Context: an optimization exercise on an open-source flow, tuned for small area, a short achievable clock period and few clock cycles per item. The choices shown serve that exercise and are no tape-out recipe.
Only simulation tests tie the RTL to the original design; equivalence was not proved.

==> flow/design.v (outline; a module is shown in full before it is edited, if it fits) <==
// module lfo_div: 38 lines
// module lfo_mac3: 175 lines
// module lfo_mac2: 305 lines
// module lfo_mac1: 555 lines
// module lfo_wave_generator: 398 lines
module lfo_wave_generator #(
  parameter int MAX_PERIOD = lfo_pkg::MaxPeriodDef,
  parameter int LEVEL_BITS = lfo_pkg::LevelBitsDef
) (
  input  logic                        clk_i,
  input  logic                        rst_ni,
  input  logic                        cfg_we_i,
  input  logic [0:0]                  cfg_idx_i,
  input  logic [12:0]                 cfg_data_i,
  input  logic                        in_valid_i,
  output logic                        in_ready_o,
  input  logic                        restart_i,
  output logic                        out_valid_o,
  input  logic                        out_ready_i,
  output logic [LEVEL_BITS-1:0]       level_o,
  output logic [$clog2(MAX_PERIOD)-1:0] position_o
);
  // ...
==> flow/run.sh <==
#!/bin/bash
# synth_recipe.tcl (not shown) runs the flow's synth.tcl, then flattens the netlist and writes it again
# the make line also repeats each setting of config.mk as NAME=value (left out here)
make -C /OpenROAD-flow-scripts/flow DESIGN_CONFIG=/design/flow/config.mk WORK_HOME=/design/flow/orfs CLKGATE_MAP_FILE= SYNTH_SCRIPT=/design/flow/synth_recipe.tcl finish
==> flow/config.mk <==
export PLATFORM = sky130hd
export DESIGN_NAME = lfo_wave_generator
export DESIGN_NICKNAME = lfo_wave_generator
export VERILOG_FILES = /design/flow/design.v
export SDC_FILE = /design/flow/constraint.sdc
export NUM_CORES = 4
export LEC_CHECK = 0
export CAP_MARGIN = 20
export CORE_MARGIN = 2
export CORE_UTILIZATION = 40
export SETUP_SLACK_MARGIN = 5
export SLEW_MARGIN = 20
==> flow/constraint.sdc <==
create_clock -name core_clock -period 11.0 [get_ports {clk_i}]
set_input_delay 2.2000 -clock core_clock [delete_from_list [all_inputs] [get_ports {clk_i}]]
set_output_delay 2.2000 -clock core_clock [all_outputs]
set_load 0.01 [all_outputs]
==> results_dict.tcl, run 1 <==
set metrics [dict create \
    diodes 0 \
    viasPerCell 6.034 \
    status "no timing/DRC/antenna violations" \
    area.sequential_mm2 0.01643 \
    cts_tree "yes" \
    reg2reg_depth 27 \
    dpl.hpwl_um 178900 \
    sh_seq_area_pct 20.90 \
    crit_required_ps 11620 \
    clockBufferDepth 3 \
    num_vias 63720 \
    multi_input_area_mm2 0.05040 \
    wl_met1_um 102400 \
    worst_setup_path_end_kind "register" \
    placed_area_mm2 0.07192 \
    antenna_left 0 \
    largest_class "multi-input combinational cells" \
    whs_path_depth 0 \
    initial_core_util_pct 40.27 \
    critPathKind "register to register" \
    slew_headroom_pct 29.42 \
    rsz0062_at_grt "yes" \
    totalNegativeSetupSlack_ps 0 \
    postSynthAreaPerCell_um2 8.476 \
    wl_per_cell_um 23.10 \
]
Testbench counts, summed over its fixed seeds: cycles 2,840, items 1,818.
==> module lfo_wave_generator, before the edit <==
module lfo_wave_generator #(
  parameter int MAX_PERIOD = lfo_pkg::MaxPeriodDef,
  parameter int LEVEL_BITS = lfo_pkg::LevelBitsDef
) (
  input  logic                        clk_i,
  input  logic                        rst_ni,
  input  logic                        cfg_we_i,
  input  logic [0:0]                  cfg_idx_i,
  input  logic [12:0]                 cfg_data_i,
  input  logic                        in_valid_i,
  output logic                        in_ready_o,
  input  logic                        restart_i,
  output logic                        out_valid_o,
  input  logic                        out_ready_i,
  output logic [LEVEL_BITS-1:0]       level_o,
  output logic [$clog2(MAX_PERIOD)-1:0] position_o
);
  localparam logic [30:0] One = lfo_pkg::One;
  logic        wave_q;
  logic [12:0] per_q;
  logic [12:0] per_wr;
  always_comb begin
    if (cfg_data_i == 13'd0) per_wr = 13'd1;
    else if (cfg_data_i > 13'd4096) per_wr = 13'd4096;
    else per_wr = cfg_data_i;
  end
  always_ff @(posedge clk_i or negedge rst_ni) begin
    if (!rst_ni) begin
      wave_q <= 1'b0;
      per_q  <= lfo_pkg::PeriodRst;
    end else if (cfg_we_i) begin
      if (cfg_idx_i == 1'b0) wave_q <= cfg_data_i[0];
      else per_q <= per_wr;
    end
  end
  logic [11:0] pos_q;
  logic        dirty_q;           
  logic        take;
  logic        pos_ge;
  logic [12:0] pos_p1;
  logic [11:0] nx_pos, nx_zero, tick_i;
  logic        rs_eff;
  assign pos_ge  = {1'b0, pos_q} >= per_q;
  assign pos_p1  = {1'b0, pos_q} + 13'd1;
  assign nx_pos  = (pos_p1 >= per_q) ? 12'd0 : pos_p1[11:0];
  assign nx_zero = (per_q == 13'd1) ? 12'd0 : 12'd1;
  assign rs_eff  = restart_i | pos_ge;
  assign tick_i  = rs_eff ? 12'd0 : pos_q;
  logic        tv_q, sv_q;
  logic [11:0] si_q;
  logic [11:0] ti_q;
  logic        launch, wsel, wlaunch, start, t_go, adv;
  assign in_ready_o = !sv_q & !(dirty_q & tv_q);
  assign take       = in_valid_i & in_ready_o;
  always_ff @(posedge clk_i or negedge rst_ni) begin
    if (!rst_ni) begin
      pos_q   <= '0;
      dirty_q <= 1'b1;
    end else begin
      if (take) pos_q <= rs_eff ? nx_zero : nx_pos;
      if (wlaunch) dirty_q <= 1'b0;
      else if (cfg_we_i) dirty_q <= 1'b1;
      else if (launch) dirty_q <= 1'b0;
    end
  end
  logic [31:0] acc_q, inc_q;
  logic [11:0] rem_q, rinc_q;
  logic [12:0] pd_q;              
  logic        md_q;              
  logic [12:0] den_q;             
  logic [14:0] den3_q;
  logic        div_busy_q;
  logic [2:0]  div_cnt_q;
  logic [11:0] hd;
  assign hd = pd_q[12:1];
  logic [11:0] src_i, ci, ht, hmt;
  logic [12:0] src_p, cp, den0;
  logic        src_w;
  logic [11:0] remA0, remB0;
  logic [31:0] numA0, numB0;
  always_comb begin
    src_p = per_q;
    src_w = wsel ? 1'b0 : wave_q;
    src_i = pos_ge ? 12'd0 : pos_q;
    cp    = wsel ? cfg_data_i : per_q;
    ci    = ({1'b0, pos_q} >= cp) ? 12'd0 : pos_q;
    ht    = src_p[12:1];
    hmt   = (src_i <= ht) ? ht - src_i : src_i - ht;
    if (!src_w) begin
      remA0 = ci;
      numA0 = {20'd0, cp[12:1]};
      remB0 = 12'd1;
      numB0 = '0;
      den0  = cp;
    end else begin
      remA0 = {1'b0, hmt[11:1]};
      numA0 = {hmt[0], 4'd0, ht[11:1], 16'd0};
      remB0 = 12'd0;
      numB0 = {16'h8000, 16'd0};
      den0  = {1'b0, ht};
    end
  end
  logic [11:0] remA1, remB1;
  logic [31:0] numA1, numB1;
  lfo_div u_div_a (.rem_i(rem_q), .num_i(acc_q), .den_i(den_q), .den3_i(den3_q),
                   .rem_o(remA1), .num_o(numA1));
  lfo_div u_div_b (.rem_i(rinc_q), .num_i(inc_q), .den_i(den_q), .den3_i(den3_q),
                   .rem_o(remB1), .num_o(numB1));
  logic [31:0] a_sel, incx, sum0, sum1, acc_n;
  logic [11:0] r_sel, rem_n;
  logic        tri_up, cin;
  logic [12:0] s_add;
  logic [13:0] rmd, dmr, d_add, d_sub, d_sub2;
  logic        cy, bw;
  always_comb begin
    if (ti_q == 12'd0) begin
      a_sel = md_q ? 32'h0000_8000 : 32'd0;
      r_sel = md_q ? {1'b0, hd[11:1]} : hd;
    end else begin
      a_sel = acc_q;
      r_sel = rem_q;
    end
    tri_up = md_q & (ti_q < hd);
    rmd    = {2'b0, rinc_q} - {1'b0, den_q};
    dmr    = {1'b0, den_q} - {2'b0, rinc_q};
    s_add  = {1'b0, r_sel} + {1'b0, rinc_q};
    d_add  = {2'b0, r_sel} + rmd;
    d_sub  = {2'b0, r_sel} - {2'b0, rinc_q};
    d_sub2 = {2'b0, r_sel} + dmr;
    cy     = !d_add[13];
    bw     = d_sub[13];
    incx   = tri_up ? ~inc_q : inc_q;
    cin    = tri_up ? !bw : cy;
    sum0   = a_sel + incx;
    sum1   = a_sel + incx + 32'd1;
    acc_n  = cin ? sum1 : sum0;
    if (tri_up) rem_n = bw ? d_sub2[11:0] : d_sub[11:0];
    else rem_n = cy ? d_add[11:0] : s_add[11:0];
  end
  assign launch  = dirty_q & !sv_q & (!tv_q | t_go);
  assign wsel    = cfg_we_i & cfg_idx_i[0] & !wave_q & !in_valid_i;
  assign wlaunch = wsel & (cfg_data_i != 13'd0) & (cfg_data_i <= 13'd4096)
                   & !sv_q & (!tv_q | t_go);
  assign start   = launch | wlaunch;
  assign t_go    = tv_q & !div_busy_q & adv;
  always_ff @(posedge clk_i or negedge rst_ni) begin
    if (!rst_ni) begin
      tv_q       <= 1'b0;
      sv_q       <= 1'b0;
      div_busy_q <= 1'b0;
      div_cnt_q  <= '0;
    end else begin
      if (!tv_q || t_go) begin
        tv_q <= sv_q | take;
        sv_q <= 1'b0;
      end else if (take) begin
        sv_q <= 1'b1;
      end
      if (start) begin
        div_busy_q <= 1'b1;
        div_cnt_q  <= src_w ? 3'd3 : 3'd7;
      end else if (div_busy_q) begin
        div_cnt_q <= div_cnt_q - 3'd1;
        if (div_cnt_q == 3'd0) div_busy_q <= 1'b0;
      end
    end
  end
  always_ff @(posedge clk_i) begin
    if (!tv_q || t_go) ti_q <= sv_q ? si_q : tick_i;
    else if (take) si_q <= tick_i;
    if (start) begin
      pd_q   <= src_w ? src_p : cp;
      md_q   <= src_w;
      den_q  <= den0;
      den3_q <= {2'b0, den0} + {1'b0, den0, 1'b0};
      acc_q  <= numA0;
      rem_q  <= remA0;
      inc_q  <= numB0;
      rinc_q <= remB0;
    end else if (div_busy_q) begin
      acc_q  <= numA1;
      rem_q  <= remA1;
      inc_q  <= numB1;
      rinc_q <= remB1;
    end else if (t_go) begin
      acc_q <= acc_n;
      rem_q <= rem_n;
    end
  end
  logic        v1_q, v2_q, v3_q, v4_q;
  logic        m1_q, m2_q, m3_q, m4_q;
  logic        z1_q, z2_q, z3_q, z4_q;   
  logic [31:0] x1_q;
  logic [7:0]  k3_q;
  logic [15:0] k2_q;
  logic [1:0]  q2_q, q3_q, q4_q;
  logic        f3_q;              
  logic [29:0] u2_q, u3_q;
  logic [16:0] w2_q;
  logic [23:0] w1_q;
  logic [54:21] ca4_q, cb4_q;     
  logic [5:0]  j0, j2, j3;
  logic [29:0] up1;
  logic [23:0] bv1, bv2, bv3;
  logic [16:0] w2_n;
  logic [23:0] w1_n;
  logic [54:21] ca_n, cb_n;
  assign j0  = a_sel[30] ? ~a_sel[29:24] : a_sel[29:24];
  assign up1 = x1_q[30] ? ~x1_q[29:0] : x1_q[29:0];
  assign bv1 = {~up1[23], up1[22:0]};
  assign bv2 = {~u2_q[23], u2_q[22:0]};
  assign bv3 = {~u3_q[23], u3_q[22:0]};
  assign j2  = u2_q[29:24] ^ {6{q2_q[0]}};
  assign j3  = u3_q[29:24] ^ {6{q3_q[0]}};
  lfo_mac3 u_mac3 (.a({1'b0, k3_q}), .b(bv1[23:13]), .k(k2_q), .y(w2_n));
  lfo_mac2 u_mac2 (.a(w2_q), .b(bv2[23:8]), .k(lfo_pkg::rom_q1(j2)), .y(w1_n));
  lfo_mac1 u_mac1 (.a(w1_q), .b(bv3), .k(lfo_pkg::rom_q0(j3)), .f(f3_q), .y0(ca_n), .y1(cb_n));
  logic [54:21] c4s;
  logic [31:0] v4;
  logic [15:0] r4;
  logic        amb4;
  logic        slow_done_q;
  logic [32:0] sl_b_q;            
  logic [15:0] lvl4;
  logic        slow_stall, push;
  logic        o0v_q;
  logic [15:0] o0l_q;
  logic [11:0] o0p_q;
  always_comb begin
    c4s  = ca4_q + cb4_q;
    v4   = c4s[53:22];
    r4   = v4[15:0];
    amb4 = (r4 <= 16'(lfo_pkg::AmbLo)) || (r4 >= 16'(lfo_pkg::AmbHi));
    lvl4 = (m4_q || slow_done_q) ? sl_b_q[15:0] : v4[31:16];
  end
  assign slow_stall = v4_q & !m4_q & amb4 & !slow_done_q;
  assign adv        = (!o0v_q | out_ready_i) & !slow_stall;
  assign push       = v4_q & adv;
  always_ff @(posedge clk_i or negedge rst_ni) begin
    if (!rst_ni) begin
      v1_q <= 1'b0;
      v2_q <= 1'b0;
      v3_q <= 1'b0;
      v4_q <= 1'b0;
    end else if (adv) begin
      v1_q <= t_go;
      v2_q <= v1_q;
      v3_q <= v2_q;
      v4_q <= v3_q;
    end
  end
  always_ff @(posedge clk_i) begin
    if (adv) begin
      m1_q <= md_q;
      z1_q <= (ti_q == 12'd0);
      x1_q <= a_sel;
      k3_q <= lfo_pkg::rom_q3(j0);
      k2_q <= lfo_pkg::rom_q2(j0);
      m2_q <= m1_q;
      z2_q <= z1_q;
      q2_q <= x1_q[31:30];
      u2_q <= m1_q ? {14'd0, x1_q[15:0]} : {x1_q[29:24], up1[23:0]};
      w2_q <= w2_n;
      m3_q <= m2_q;
      z3_q <= z2_q;
      q3_q <= q2_q;
      f3_q <= q2_q[1] ^ q2_q[0];
      u3_q <= u2_q;
      w1_q <= w1_n;
      m4_q <= m3_q;
      z4_q <= z3_q;
      q4_q <= q3_q;
      ca4_q <= ca_n;
      cb4_q <= cb_n;
    end
  end
  always_ff @(posedge clk_i or negedge rst_ni) begin
    if (!rst_ni) begin
      o0v_q <= 1'b0;
    end else if (!o0v_q || out_ready_i) begin
      o0v_q <= push;
    end
  end
  always_ff @(posedge clk_i) begin
    if (adv) begin
      o0l_q <= lvl4;
      if (push) o0p_q <= z4_q ? 12'd0 : o0p_q + 12'd1;
    end
  end
  assign out_valid_o = o0v_q;
  assign level_o     = o0l_q;
  assign position_o  = o0p_q;
  logic [2:0]  sl_ph_q;           
  logic [4:0]  sl_cnt_q;
  logic [3:0]  sl_k_q;
  logic [31:0] sl_a_q;
  logic [34:0] sl_acc_q;
  logic [34:0] sl_aop;
  logic [37:0] sl_p1, sl_p2, sl_p4, sl_s1, sl_c1, sl_s2, sl_c2, sl_sum;
  logic [30:0] sl_term, sl_t, sl_u;
  logic [31:0] sl_v;
  logic [5:0]  sl_sh;
  logic [4:0]  sl_n;              
  logic [1:0]  sl_pad;            
  logic [32:0] sl_rc;
  always_comb begin
    sl_u  = {1'b0, j3, u3_q[23:0]} + {30'd0, q3_q[0]};
    sl_rc = lfo_pkg::horner_recip((sl_ph_q == 3'd4) ? sl_k_q : 4'd0);
    sl_sh = lfo_pkg::horner_shift(sl_ph_q[2] | (sl_ph_q == 3'd3) ? sl_k_q : 4'd0);
    case (sl_sh)
      6'd41:   begin sl_n = 5'd14; sl_pad = 2'd1; end
      6'd40:   begin sl_n = 5'd14; sl_pad = 2'd2; end
      6'd39:   begin sl_n = 5'd13; sl_pad = 2'd0; end
      6'd38:   begin sl_n = 5'd13; sl_pad = 2'd1; end
      6'd37:   begin sl_n = 5'd13; sl_pad = 2'd2; end
      6'd36:   begin sl_n = 5'd12; sl_pad = 2'd0; end
      default: begin sl_n = 5'd11; sl_pad = 2'd0; end
    endcase
    case (sl_ph_q)
      3'd1:    sl_aop = {1'b0, lfo_pkg::TwoPi, 1'b0};
      3'd2:    sl_aop = {sl_a_q[31:0], 3'b0};
      3'd3:    sl_aop = {sl_a_q[31:0], 3'b0};
      default: sl_aop = {2'b0, sl_rc} << sl_pad;
    endcase
    sl_p1  = sl_b_q[0] ? {3'b0, sl_aop} : 38'd0;
    sl_p2  = sl_b_q[1] ? {2'b0, sl_aop, 1'b0} : 38'd0;
    sl_p4  = sl_b_q[2] ? {1'b0, sl_aop, 2'b0} : 38'd0;
    sl_s1  = {3'b0, sl_acc_q} ^ sl_p1 ^ sl_p2;
    sl_c1  = ({3'b0, sl_acc_q} & sl_p1) | ({3'b0, sl_acc_q} & sl_p2) | (sl_p1 & sl_p2);
    sl_s2  = sl_s1 ^ {sl_c1[36:0], 1'b0} ^ sl_p4;
    sl_c2  = (sl_s1 & {sl_c1[36:0], 1'b0}) | (sl_s1 & sl_p4) | ({sl_c1[36:0], 1'b0} & sl_p4);
    sl_sum = sl_s2 + {sl_c2[36:0], 1'b0};
    sl_term = (sl_acc_q > 35'(One)) ? One : sl_acc_q[30:0];
    sl_t    = One - sl_term;
    sl_v    = ((q4_q[1] ^ q4_q[0]) ? {1'b0, sl_term} : ~{1'b0, sl_term})
              + ((q4_q[1] ^ q4_q[0]) ? 32'h0000_8000 : 32'h8000_8001);
  end
  always_ff @(posedge clk_i or negedge rst_ni) begin
    if (!rst_ni) begin
      sl_ph_q     <= 3'd0;
      slow_done_q <= 1'b0;
    end else begin
      if (adv) slow_done_q <= 1'b0;
      if (sl_ph_q == 3'd0) begin
        if (slow_stall) sl_ph_q <= 3'd1;
      end else if (sl_cnt_q == 5'd0) begin
        case (sl_ph_q)
          3'd1:    sl_ph_q <= 3'd2;
          3'd2:    sl_ph_q <= 3'd3;
          3'd3:    sl_ph_q <= 3'd4;
          default: begin
            if (sl_k_q == 4'd1) begin
              sl_ph_q     <= 3'd0;
              slow_done_q <= 1'b1;
            end else begin
              sl_ph_q <= 3'd3;
            end
          end
        endcase
      end
    end
  end
  always_ff @(posedge clk_i) begin
    if (sl_ph_q == 3'd0) begin
      sl_acc_q <= '0;
      sl_cnt_q <= 5'd11;
      if (adv) sl_b_q <= {2'b0, sl_u};
    end else if (sl_cnt_q != 5'd0) begin
      sl_acc_q <= sl_sum[37:3];
      sl_b_q   <= {3'b0, sl_b_q[32:3]};
      sl_cnt_q <= sl_cnt_q - 5'd1;
    end else begin
      sl_acc_q <= '0;
      case (sl_ph_q)
        3'd1: begin
          sl_a_q   <= sl_acc_q[31:0];
          sl_b_q   <= sl_acc_q[32:0];
          sl_cnt_q <= 5'd11;
        end
        3'd2: begin
          sl_a_q   <= sl_acc_q[31:0];
          sl_k_q   <= 4'd9;
          sl_b_q   <= {2'b0, One};
          sl_cnt_q <= 5'd11;
        end
        3'd3: begin
          sl_b_q   <= sl_acc_q[32:0];
          sl_cnt_q <= sl_n;
        end
        default: begin
          sl_k_q   <= sl_k_q - 4'd1;
          sl_b_q   <= (sl_k_q == 4'd1) ? {17'd0, sl_v[31:16]} : {2'b0, sl_t};
          sl_cnt_q <= 5'd11;
        end
      endcase
    end
  end
endmodule
==> run 2: changes to the inputs <==
--- a/flow/design.v
+++ b/flow/design.v
@@ -1475,20 +1475,20 @@
   logic [11:0] hd;
   assign hd = pd_q[12:1];
-  logic [11:0] src_i, ci, ht, hmt;
-  logic [12:0] src_p, cp, den0;
-  logic        src_w;
+  logic [11:0] ci, ch, hmt;
+  logic [12:0] cp, den0;
+  logic [12:0] dhp;
+  logic        ige;
   logic [11:0] remA0, remB0;
   logic [31:0] numA0, numB0;
   always_comb begin
-    src_p = per_q;
-    src_w = wsel ? 1'b0 : wave_q;
-    src_i = pos_ge ? 12'd0 : pos_q;
-    cp    = wsel ? cfg_data_i : per_q;
-    ci    = ({1'b0, pos_q} >= cp) ? 12'd0 : pos_q;
-    ht    = src_p[12:1];
-    hmt   = (src_i <= ht) ? ht - src_i : src_i - ht;
-    if (!src_w) begin
+    cp   = wsel ? cfg_data_i : per_q;
+    ch   = cp[12:1];
+    ige  = {1'b0, pos_q} >= cp;
+    ci   = ige ? 12'd0 : pos_q;
+    dhp  = {1'b0, ch} - {1'b0, pos_q};
+    hmt  = ige ? ch : (dhp[12] ? 12'(pos_q - ch) : dhp[11:0]);
+    if (!wave_q) begin
       remA0 = ci;
-      numA0 = {20'd0, cp[12:1]};
+      numA0 = {20'd0, ch};
       remB0 = 12'd1;
       numB0 = '0;
@@ -1496,8 +1496,8 @@
     end else begin
       remA0 = {1'b0, hmt[11:1]};
-      numA0 = {hmt[0], 4'd0, ht[11:1], 16'd0};
+      numA0 = {hmt[0], 4'd0, ch[11:1], 16'd0};
       remB0 = 12'd0;
       numB0 = {16'h8000, 16'd0};
-      den0  = {1'b0, ht};
+      den0  = {1'b0, ch};
     end
   end
@@ -1540,5 +1540,5 @@
   end
   assign launch  = dirty_q & !sv_q & (!tv_q | t_go);
-  assign wsel    = cfg_we_i & cfg_idx_i[0] & !wave_q & !in_valid_i;
+  assign wsel    = cfg_we_i & cfg_idx_i[0] & !in_valid_i;
   assign wlaunch = wsel & (cfg_data_i != 13'd0) & (cfg_data_i <= 13'd4096)
                    & !sv_q & (!tv_q | t_go);
@@ -1560,5 +1560,5 @@
       if (start) begin
         div_busy_q <= 1'b1;
-        div_cnt_q  <= src_w ? 3'd3 : 3'd7;
+        div_cnt_q  <= wave_q ? 3'd3 : 3'd7;
       end else if (div_busy_q) begin
         div_cnt_q <= div_cnt_q - 3'd1;
@@ -1571,6 +1571,6 @@
     else if (take) si_q <= tick_i;
     if (start) begin
-      pd_q   <= src_w ? src_p : cp;
-      md_q   <= src_w;
+      pd_q   <= cp;
+      md_q   <= wave_q;
       den_q  <= den0;
       den3_q <= {2'b0, den0} + {1'b0, den0, 1'b0};
@@ -1696,12 +1696,10 @@
   logic [3:0]  sl_k_q;
   logic [31:0] sl_a_q;
-  logic [34:0] sl_acc_q;
-  logic [34:0] sl_aop;
-  logic [37:0] sl_p1, sl_p2, sl_p4, sl_s1, sl_c1, sl_s2, sl_c2, sl_sum;
+  logic [33:0] sl_acc_q;
+  logic [33:0] sl_aop;
+  logic [35:0] sl_p1, sl_p2, sl_cs, sl_cc, sl_sum;
   logic [30:0] sl_term, sl_t, sl_u;
   logic [31:0] sl_v;
   logic [5:0]  sl_sh;
-  logic [4:0]  sl_n;              
-  logic [1:0]  sl_pad;            
   logic [32:0] sl_rc;
   always_comb begin
@@ -1709,28 +1707,16 @@
     sl_rc = lfo_pkg::horner_recip((sl_ph_q == 3'd4) ? sl_k_q : 4'd0);
     sl_sh = lfo_pkg::horner_shift(sl_ph_q[2] | (sl_ph_q == 3'd3) ? sl_k_q : 4'd0);
-    case (sl_sh)
-      6'd41:   begin sl_n = 5'd14; sl_pad = 2'd1; end
-      6'd40:   begin sl_n = 5'd14; sl_pad = 2'd2; end
-      6'd39:   begin sl_n = 5'd13; sl_pad = 2'd0; end
-      6'd38:   begin sl_n = 5'd13; sl_pad = 2'd1; end
-      6'd37:   begin sl_n = 5'd13; sl_pad = 2'd2; end
-      6'd36:   begin sl_n = 5'd12; sl_pad = 2'd0; end
-      default: begin sl_n = 5'd11; sl_pad = 2'd0; end
-    endcase
     case (sl_ph_q)
-      3'd1:    sl_aop = {1'b0, lfo_pkg::TwoPi, 1'b0};
-      3'd2:    sl_aop = {sl_a_q[31:0], 3'b0};
-      3'd3:    sl_aop = {sl_a_q[31:0], 3'b0};
-      default: sl_aop = {2'b0, sl_rc} << sl_pad;
+      3'd1:    sl_aop = {1'b0, lfo_pkg::TwoPi};
+      3'd2:    sl_aop = {sl_a_q[31:0], 2'b0};
+      3'd3:    sl_aop = {sl_a_q[31:0], 2'b0};
+      default: sl_aop = sl_sh[0] ? {sl_rc, 1'b0} : {1'b0, sl_rc};
     endcase
-    sl_p1  = sl_b_q[0] ? {3'b0, sl_aop} : 38'd0;
-    sl_p2  = sl_b_q[1] ? {2'b0, sl_aop, 1'b0} : 38'd0;
-    sl_p4  = sl_b_q[2] ? {1'b0, sl_aop, 2'b0} : 38'd0;
-    sl_s1  = {3'b0, sl_acc_q} ^ sl_p1 ^ sl_p2;
-    sl_c1  = ({3'b0, sl_acc_q} & sl_p1) | ({3'b0, sl_acc_q} & sl_p2) | (sl_p1 & sl_p2);
-    sl_s2  = sl_s1 ^ {sl_c1[36:0], 1'b0} ^ sl_p4;
-    sl_c2  = (sl_s1 & {sl_c1[36:0], 1'b0}) | (sl_s1 & sl_p4) | ({sl_c1[36:0], 1'b0} & sl_p4);
-    sl_sum = sl_s2 + {sl_c2[36:0], 1'b0};
-    sl_term = (sl_acc_q > 35'(One)) ? One : sl_acc_q[30:0];
+    sl_p1  = sl_b_q[0] ? {2'b0, sl_aop} : 36'd0;
+    sl_p2  = sl_b_q[1] ? {1'b0, sl_aop, 1'b0} : 36'd0;
+    sl_cs  = {2'b0, sl_acc_q} ^ sl_p1 ^ sl_p2;
+    sl_cc  = ({2'b0, sl_acc_q} & sl_p1) | ({2'b0, sl_acc_q} & sl_p2) | (sl_p1 & sl_p2);
+    sl_sum = sl_cs + {sl_cc[34:0], 1'b0};
+    sl_term = (sl_acc_q > 34'(One)) ? One : sl_acc_q[30:0];
     sl_t    = One - sl_term;
     sl_v    = ((q4_q[1] ^ q4_q[0]) ? {1'b0, sl_term} : ~{1'b0, sl_term})
@@ -1765,9 +1751,9 @@
     if (sl_ph_q == 3'd0) begin
       sl_acc_q <= '0;
-      sl_cnt_q <= 5'd11;
+      sl_cnt_q <= 5'd16;
       if (adv) sl_b_q <= {2'b0, sl_u};
     end else if (sl_cnt_q != 5'd0) begin
-      sl_acc_q <= sl_sum[37:3];
-      sl_b_q   <= {3'b0, sl_b_q[32:3]};
+      sl_acc_q <= sl_sum[35:2];
+      sl_b_q   <= {2'b0, sl_b_q[32:2]};
       sl_cnt_q <= sl_cnt_q - 5'd1;
     end else begin
@@ -1777,5 +1763,5 @@
           sl_a_q   <= sl_acc_q[31:0];
           sl_b_q   <= sl_acc_q[32:0];
-          sl_cnt_q <= 5'd11;
+          sl_cnt_q <= 5'd16;
         end
         3'd2: begin
@@ -1783,14 +1769,14 @@
           sl_k_q   <= 4'd9;
           sl_b_q   <= {2'b0, One};
-          sl_cnt_q <= 5'd11;
+          sl_cnt_q <= 5'd16;
         end
         3'd3: begin
           sl_b_q   <= sl_acc_q[32:0];
-          sl_cnt_q <= sl_n;
+          sl_cnt_q <= 5'((sl_sh + 6'd1) >> 1);
         end
         default: begin
           sl_k_q   <= sl_k_q - 4'd1;
           sl_b_q   <= (sl_k_q == 4'd1) ? {17'd0, sl_v[31:16]} : {2'b0, sl_t};
-          sl_cnt_q <= 5'd11;
+          sl_cnt_q <= 5'd16;
         end
       endcase
==> run 2 against run 1 <==
Clock skew is 8.1 ps lower. Count of clock-buffer cells in the layout decreased by 6. Synthesized area decreased by 0.49%. Non-clock buffer count is 71 lower. Critical endpoint is now w1_q[20]$_DFFE_PP_. Register-to-register slack better by 530 ps. Via count is 0.67% lower. Still clean on timing, DRC and antenna.
==> results_dict.tcl, run 2 <==
set metrics [dict create \
    status "no timing/DRC/antenna violations" \
    period_minus_slack_ps 6004 \
    drt-pass1-iter-count 8 \
    reg2reg_to "w1_q[20]$_DFFE_PP_" \
    critPathArrivalTime_ps 6450 \
    clkSlewWorstSetupHoldPaths_ps 60 \
    slew_headroom_pct 26.74 \
    fin_crit_sh_pct 54.58 \
    area_growth_syn_to_layout_pct 12.37 \
    hold_slack_ps 417.7 \
    numCtsBuffers 72 \
    postSynthAreaPerCell_um2 8.404 \
    netlist_top_cells_area "edfxtp_1 21%, ha_1 9.9%, fa_1 9.8%" \
    synthAdderAreaFrac_pct 19.71 \
    crit_required_ps 11450 \
    synthXorXnorAreaFrac_pct 9.760 \
    die_h_um 418.5 \
    worst_pin_slew_ps 1089 \
    totalNegativeSetupSlack_ps 0 \
    drt_iter0_markers 6450 \
    slew_viol_final 0 \
    grt_pass1_vias 60240 \
    yosys.area_share.simple_pct 16.20 \
    yosys_warnings 5 \
    fp.dieArea_mm2 0.1752 \
    worst_setup_path_end_kind "register" \
    syn_nets 9079 \
    synth_top_family_by_area "compound AO/OA/AOI/OAI gates" \
    synthArstFlopShare_pct 7.420 \
    insertion_delay_ps 710 \
    start_kind "register" \
    yosysTopAreaCell "edfxtp_1" \
    wl_per_cell_um 23.72 \
    track_usage_pct 27.27 \
    overflow 0 \
    rsz0062_at_grt "yes" \
    cts.htree.levels 3 \
    ys_types 112 \
    core_area_mm2 0.1712 \
    drc 0 \
    critPathKind "register to register" \
    grt_pass1_wl_um 371600 \
    synth_compound_area_share_pct 22.28 \
    synth_top_area_share_pct 21.19 \
    die_w_um 418.5 \
    root_buffer "clkbuf_16" \
    largestRegisters "sl_acc_q (34), sl_b_q (33)" \
    reg2reg_setup_slack_ps 5000 \
    num_rows 152 \
    synth_seq_cells 566 \
    final_common_cell "nor2_1" \
    fin_nets 9045 \
    reg2reg_depth 22 \
    viasPerCell 6.063 \
    whs_path_depth 0 \
    max_freq_mhz 166.6 \
    seq_area_frac_synth_pct 23.86 \
    syn-instance-count 8179 \
    gp_congestion 0.9906 \
    finClkSkew_ps 33.14 \
    num_vias 63290 \
    hp-start "m2_q$_DFFE_PP_" \
    dpl.hpwl_um 182400 \
    cts_sinks 566 \
    layout.cells.most_common_list "776 x nor2_1, 680 x nand2_1, 593 x inv_1" \
    area.sequential_mm2 0.01640 \
    synth_area_mm2 0.06874 \
    antenna_found_initial 3 \
    holdBufCountCts 0 \
    regMostFlops "sl_acc_q" \
    antenna_left 0 \
    multi_input_area_mm2 0.04966 \
    synth_flop_cell "edfxtp_1" \
    whs_endpoint "m3_q$_DFFE_PP_" \
    setup_viol 0 \
    crit_path_max_fanout 9 \
    initial_core_util_pct 40.16 \
    synth_edf_count 485 \
    maxCapViolations 0 \
    cts_tree "yes" \
    largest_reg_flops 34 \
    portBuffers 49 \
    hold_viol 0 \
    hold_path.class "register to register" \
    num_io_pins 50 \
    synth.area.mux_share_pct 1.818 \
    grt_max_degree 80 \
    r2r-start "u2_q[19]$_SDFFCE_PP0P_" \
    clockBufferDepth 3 \
    fillCellCount 16810 \
    drt-total-wl_um 247600 \
    drive_gt1_share_pct 10.47 \
    yosys.cell_count.top_type "nor2_1" \
    synth_common_cells "800 x nor2_1, 694 x nand2_1, 615 x inv_1" \
]
-- run 2: changes by cell type after synthesis, sizes merged, moves of 32 or more --
cell | previous run | this run
a221oi | 105 | 137
a22oi | 131 | 68
fa | 373 | 338
inv | 579 | 616
nand2 | 663 | 695
nor2 | 755 | 803
nor2b | 116 | 81
-- run 2: cells by family (layout without fill, tap and decap cells) --
group / Yosys count / in the layout
xor gates and xnor gates: 766 / 766
other: 0 / 1
and+or+nand+nor: 2425 / 2430
muxes: 115 / 115
AOI/OAI and AO/OA: 2280 / 2281
adders and majority gates: 880 / 880
DFF: 566 / 566
buffers and inverters: 1147 / 1167
-- run 2: critical path, cell delays in order, from the launching register on --
cell      delay (ps)
edfxtp_1         360
buf_4            180
buf_12           150
or3b_4           460
buf_4            180
o21ai_0          310
ha_1             200
inv_1             50
fa_1             480
fa_1             410
inv_1             90
fa_1             420
fa_1             520
ha_1             340
o21ai_1          120
nor4b_4          270
a21oi_2           70
a221o_1          350
a221o_1          340
a21oi_2          190
inv_1             70
a21oi_2          120
xnor2_1           70
-- run 2: final cells by class --
cell class / instances / area share, %
repair buffers: 408 / 4.642
inverters: 625 / 3.108
diodes: 1 / 0.003240
multi-input cells: 6472 / 64.29
clock buffers: 85 / 2.448
clock inverters: 49 / 0.6576
flip-flops and latches: 566 / 21.23
well taps: 2233 / 3.617
-- run 2: worst max-delay path by stage --
| stage | end | cells after the start | startpoint |
|---|---|---|---|
| after detailed placement | rem_q[5]$_DFFE_PP_ | 18 | cfg_we_i |
| after global routing | w1_q[20]$_DFFE_PP_ | 22 | u2_q[15]$_DFFE_PP_ |
| after global placement | rem_q[5]$_DFFE_PP_ | 18 | cfg_we_i |
| after floorplan | acc_q[0]$_DFFE_PP_ | 5 | out_ready_i |
| final | w1_q[20]$_DFFE_PP_ | 22 | u2_q[19]$_SDFFCE_PP0P_ |
| after CTS | w2_q[16]$_DFFE_PP_ | 21 | x1_q[16]$_DFFE_PP_ |
-- run 2: layer usage --
layer	vias to the layer above	global-route usage, %	routed length (µm)
met5	-	0	9
met1	30700	35.51	102600
met3	589	3.726	17030
li1	29270	-	-
met4	2	13.15	14050
met2	2737	44.50	113900
-- run 2: what timing repair did --
| item | in CTS | in global routing |
|---|---|---|
| pin swaps | 23 | 64 |
| setup endpoints to repair | 121 | 156 |
| resized for setup | 167 | 198 |
| cloned | 4 | 9 |
| buffers inserted | 103 | 107 |
-- run 2: stage by stage --
step | cells | utilization, % | worst slack (ps) | instance area, µm²
final | 10440 | 45.13 | 4996 | 77240
after global routing | 10440 | 45.13 | 4760 | 77240
after CTS | 10320 | 44.09 | 4961 | 75460
after detailed placement | 10080 | 41.70 | 3275 | 71380
after global placement | 10080 | 41.70 | 3252 | 71380
after floorplan | 8179 | - | 3544 | 68850
Testbench counts of run 2, summed over its fixed seeds: cycles 2,901, items 1,818.
==> run 3: changes to the inputs <==
--- a/flow/config.mk
+++ b/flow/config.mk
@@ -8,5 +8,5 @@
 export CAP_MARGIN = 20
 export CORE_MARGIN = 2
-export CORE_UTILIZATION = 40
+export CORE_UTILIZATION = 55
 export SETUP_SLACK_MARGIN = 5
 export SLEW_MARGIN = 20
==> run 3 against run 2 <==
Still clean. Routed wire length down 4.7%. Design area down 1.2%. Global-route usage up 8.3 points. Non-clock buffer count down 24. Synthesized cell count unchanged. Largest cell class unchanged.
==> results_dict.tcl, run 3 <==
set metrics [dict create \
    synth_area_mm2 0.06874 \
    whs_path_depth 0 \
    drt-pass1-iter-count 10 \
    yosys_warnings 5 \
    worst_pin_slew_ps 1094 \
    antenna_left 0 \
    ys_types 112 \
    num_rows 129 \
    critPathArrivalTime_ps 6400 \
    cts.htree.levels 3 \
    totalNegativeSetupSlack_ps 0 \
    clockBufferDepth 3 \
    yosysTopAreaCell "edfxtp_1" \
    syn_nets 9079 \
    dpl.hpwl_um 173000 \
    synth_edf_count 485 \
    synthArstFlopShare_pct 7.420 \
    crit_required_ps 11450 \
    track_usage_pct 35.60 \
    numCtsBuffers 72 \
    max_freq_mhz 168.0 \
    status "no timing/DRC/antenna violations" \
    gp_congestion 0.9945 \
    postSynthAreaPerCell_um2 8.404 \
    core_area_mm2 0.1238 \
    layout.cells.most_common_list "779 x nor2_1, 683 x nand2_1, 590 x inv_1" \
    finClkSkew_ps 51.36 \
    area.sequential_mm2 0.01640 \
    design_area_mm2 0.07631 \
    setup_viol 0 \
    synth_top_area_share_pct 21.19 \
    hp-start "u2_q[3]$_DFFE_PP_" \
    worst_setup_path_end_kind "register" \
    rsz0062_at_grt "yes" \
    area_growth_syn_to_layout_pct 11.01 \
    antenna_found_initial 7 \
    syn-instance-count 8179 \
    synth_seq_cells 566 \
    hold_viol 0 \
    wl_per_cell_um 24.05 \
    num_io_pins 50 \
    holdBufCountCts 0 \
    maxCapViolations 0 \
    placed_area_mm2 0.07059 \
    grt_pass1_wl_um 353600 \
    num_vias 63520 \
    yosys.cell_count.top_type "nor2_1" \
    drt_iter0_markers 7319 \
    hold_path.class "register to register" \
    crit_path_max_fanout 6 \
    initial_core_util_pct 55.52 \
    drt-total-wl_um 236000 \
    r2r-start "u2_q[15]$_DFFE_PP_" \
    synth_flop_cell "edfxtp_1" \
    fin_nets 9019 \
    reg2reg_to "w1_q[20]$_DFFE_PP_" \
    root_buffer "clkbuf_16" \
    grt_max_degree 94 \
    cts_sinks 566 \
    portBuffers 49 \
    die_w_um 357.5 \
    synth_common_cells "800 x nor2_1, 694 x nand2_1, 615 x inv_1" \
    crit_path_top_delay_cell "fa_1" \
    slew_headroom_pct 26.64 \
    regMostFlops "sl_acc_q" \
    reg2reg_setup_slack_ps 5050 \
    largest_reg_flops 34 \
    netlist_top_cells_area "edfxtp_1 21%, ha_1 9.9%, fa_1 9.8%" \
    hold_slack_ps 397.1 \
    insertion_delay_ps 700 \
    critPathMaxStageDelay_ps 570 \
    viasPerCell 6.472 \
    fin_crit_sh_pct 54.11 \
    fillCellCount 10850 \
    slew_viol_final 0 \
    clkSlewWorstSetupHoldPaths_ps 70 \
    drc 0 \
    overflow 0 \
    die_h_um 357.5 \
    whs_endpoint "u3_q[3]$_DFFE_PP_" \
    cts_tree "yes" \
    fp.dieArea_mm2 0.1278 \
    final_common_cell "nor2_1" \
    multi_input_area_mm2 0.04945 \
    grt_pass1_vias 59030 \
    reg2reg_depth 27 \
    period_minus_slack_ps 5952 \
    largestRegisters "sl_acc_q (34), sl_b_q (33)" \
    seq_area_frac_synth_pct 23.86 \
    start_kind "register" \
    critPathKind "register to register" \
    drive_gt1_share_pct 10.07 \
]
[run 3: cell counts after synthesis]
No cell type changed its count.
[run 3: kinds of logic after synthesis]
group,count (synthesis),share of synthesized area (%)
and+or+nand+nor,2425,16.20
AOI/OAI and AO/OA,2280,22.28
buffers and inverters,1147,6.367
adders and majority gates,880,19.71
xor gates and xnor gates,766,9.760
DFF,566,23.86
muxes,115,1.818
[run 3: stage by stage]
stage | std cells | setup WS (ps) | util, %
6_report | 9814 | 5048 | 61.64
3_3_place_gp | 9479 | 3205 | 57.01
4_1_cts | 9710 | 4985 | 60.25
2_1_floorplan | 8179 | 3544 | -
5_1_grt | 9812 | 4831 | 61.64
3_5_place_dp | 9479 | 3179 | 57.02
[run 3: worst max-delay path, delay by kind of cell (launching register included)]
family          cells  cell delay [ps]
flops               1              490
buf+inv             9              760
fa+ha+maj           6             2380
xor+xnor            2              230
compound gates     10             1840
[run 3: final cells by class]
| cell class | count | share of cell area, % |
|---|---|---|
| well taps | 1637 | 2.684 |
| repair buffers | 384 | 4.517 |
| inverters | 625 | 3.153 |
| flip-flops and latches | 566 | 21.49 |
| clock inverters | 49 | 0.8657 |
| multi-input cells | 6470 | 64.81 |
| clock buffers | 81 | 2.473 |
| diodes | 2 | 0.006559 |
[run 3: routing by layer]
layer / up-vias / track usage [%] / wire length [µm]
li1: 29230 / - / -
met1: 30500 / 46.64 / 94750
met2: 3109 / 57.52 / 108400
met3: 684 / 4.356 / 17880
met4: 4 / 19.35 / 14970
met5: - / 0 / 27
[run 3: repair_timing]
item                       in CTS  in global routing
pin swaps                      21                 74
setup endpoints to repair     135                101
gates resized for setup       141                192
setup buffers                  99                 90
gates cloned                    2                 11
[run 3: worst max-delay path by stage]
stage | from | end | slack, ps | depth (start not counted)
2_1_floorplan | out_ready_i | acc_q[0]$_DFFE_PP_ | 3540 | 5
3_3_place_gp | cfg_we_i | rem_q[5]$_DFFE_PP_ | 3210 | 17
3_5_place_dp | cfg_we_i | rem_q[10]$_DFFE_PP_ | 3180 | 17
4_1_cts | f3_q$_DFFE_PP_ | cb4_q[4]$_DFFE_PP_ | 4990 | 14
5_1_grt | u2_q[15]$_DFFE_PP_ | w1_q[20]$_DFFE_PP_ | 4830 | 23
6_report | u2_q[15]$_DFFE_PP_ | w1_q[20]$_DFFE_PP_ | 5050 | 27

-- static timing again, ports no longer ideal --
The results above use ideal ports. As a check the final layouts listed here were re-extracted and re-timed, cells and wires unchanged. Step 1, drivers: a clkbuf_16 drives clk_i and a buf_2 each remaining input, both assumed. Step 2 moves the port delays by t, midway between the first and last clock arrival at a register: inputs arrive t later, outputs are due t later. That takes back most of the time a late clock gives input paths. Three values: no drivers, after step 1, after step 2; two values: the first two.
run | shift t [ns] | setup slack, ns | worst register clock-pin slew, ns | worst data-port slew with drivers (ns) | cell pins on the clock port's net
run 1 | 0.764 | 4.462 / 4.462 / 4.462 | 0.07 / 0.07 | 0.06 | 1
run 2 | 0.779 | 4.996 / 4.996 / 4.434 | 0.07 / 0.07 | 0.03 | 1
run 3 | 0.744 | 5.048 / 5.048 / 4.497 | 0.07 / 0.07 | 0.07 | 1
After both steps setup and hold are still met in every run listed. For run 2, which loses most, drivers alone change the setup slack by 0.000 ns; drivers and shift together by -0.562 ns.
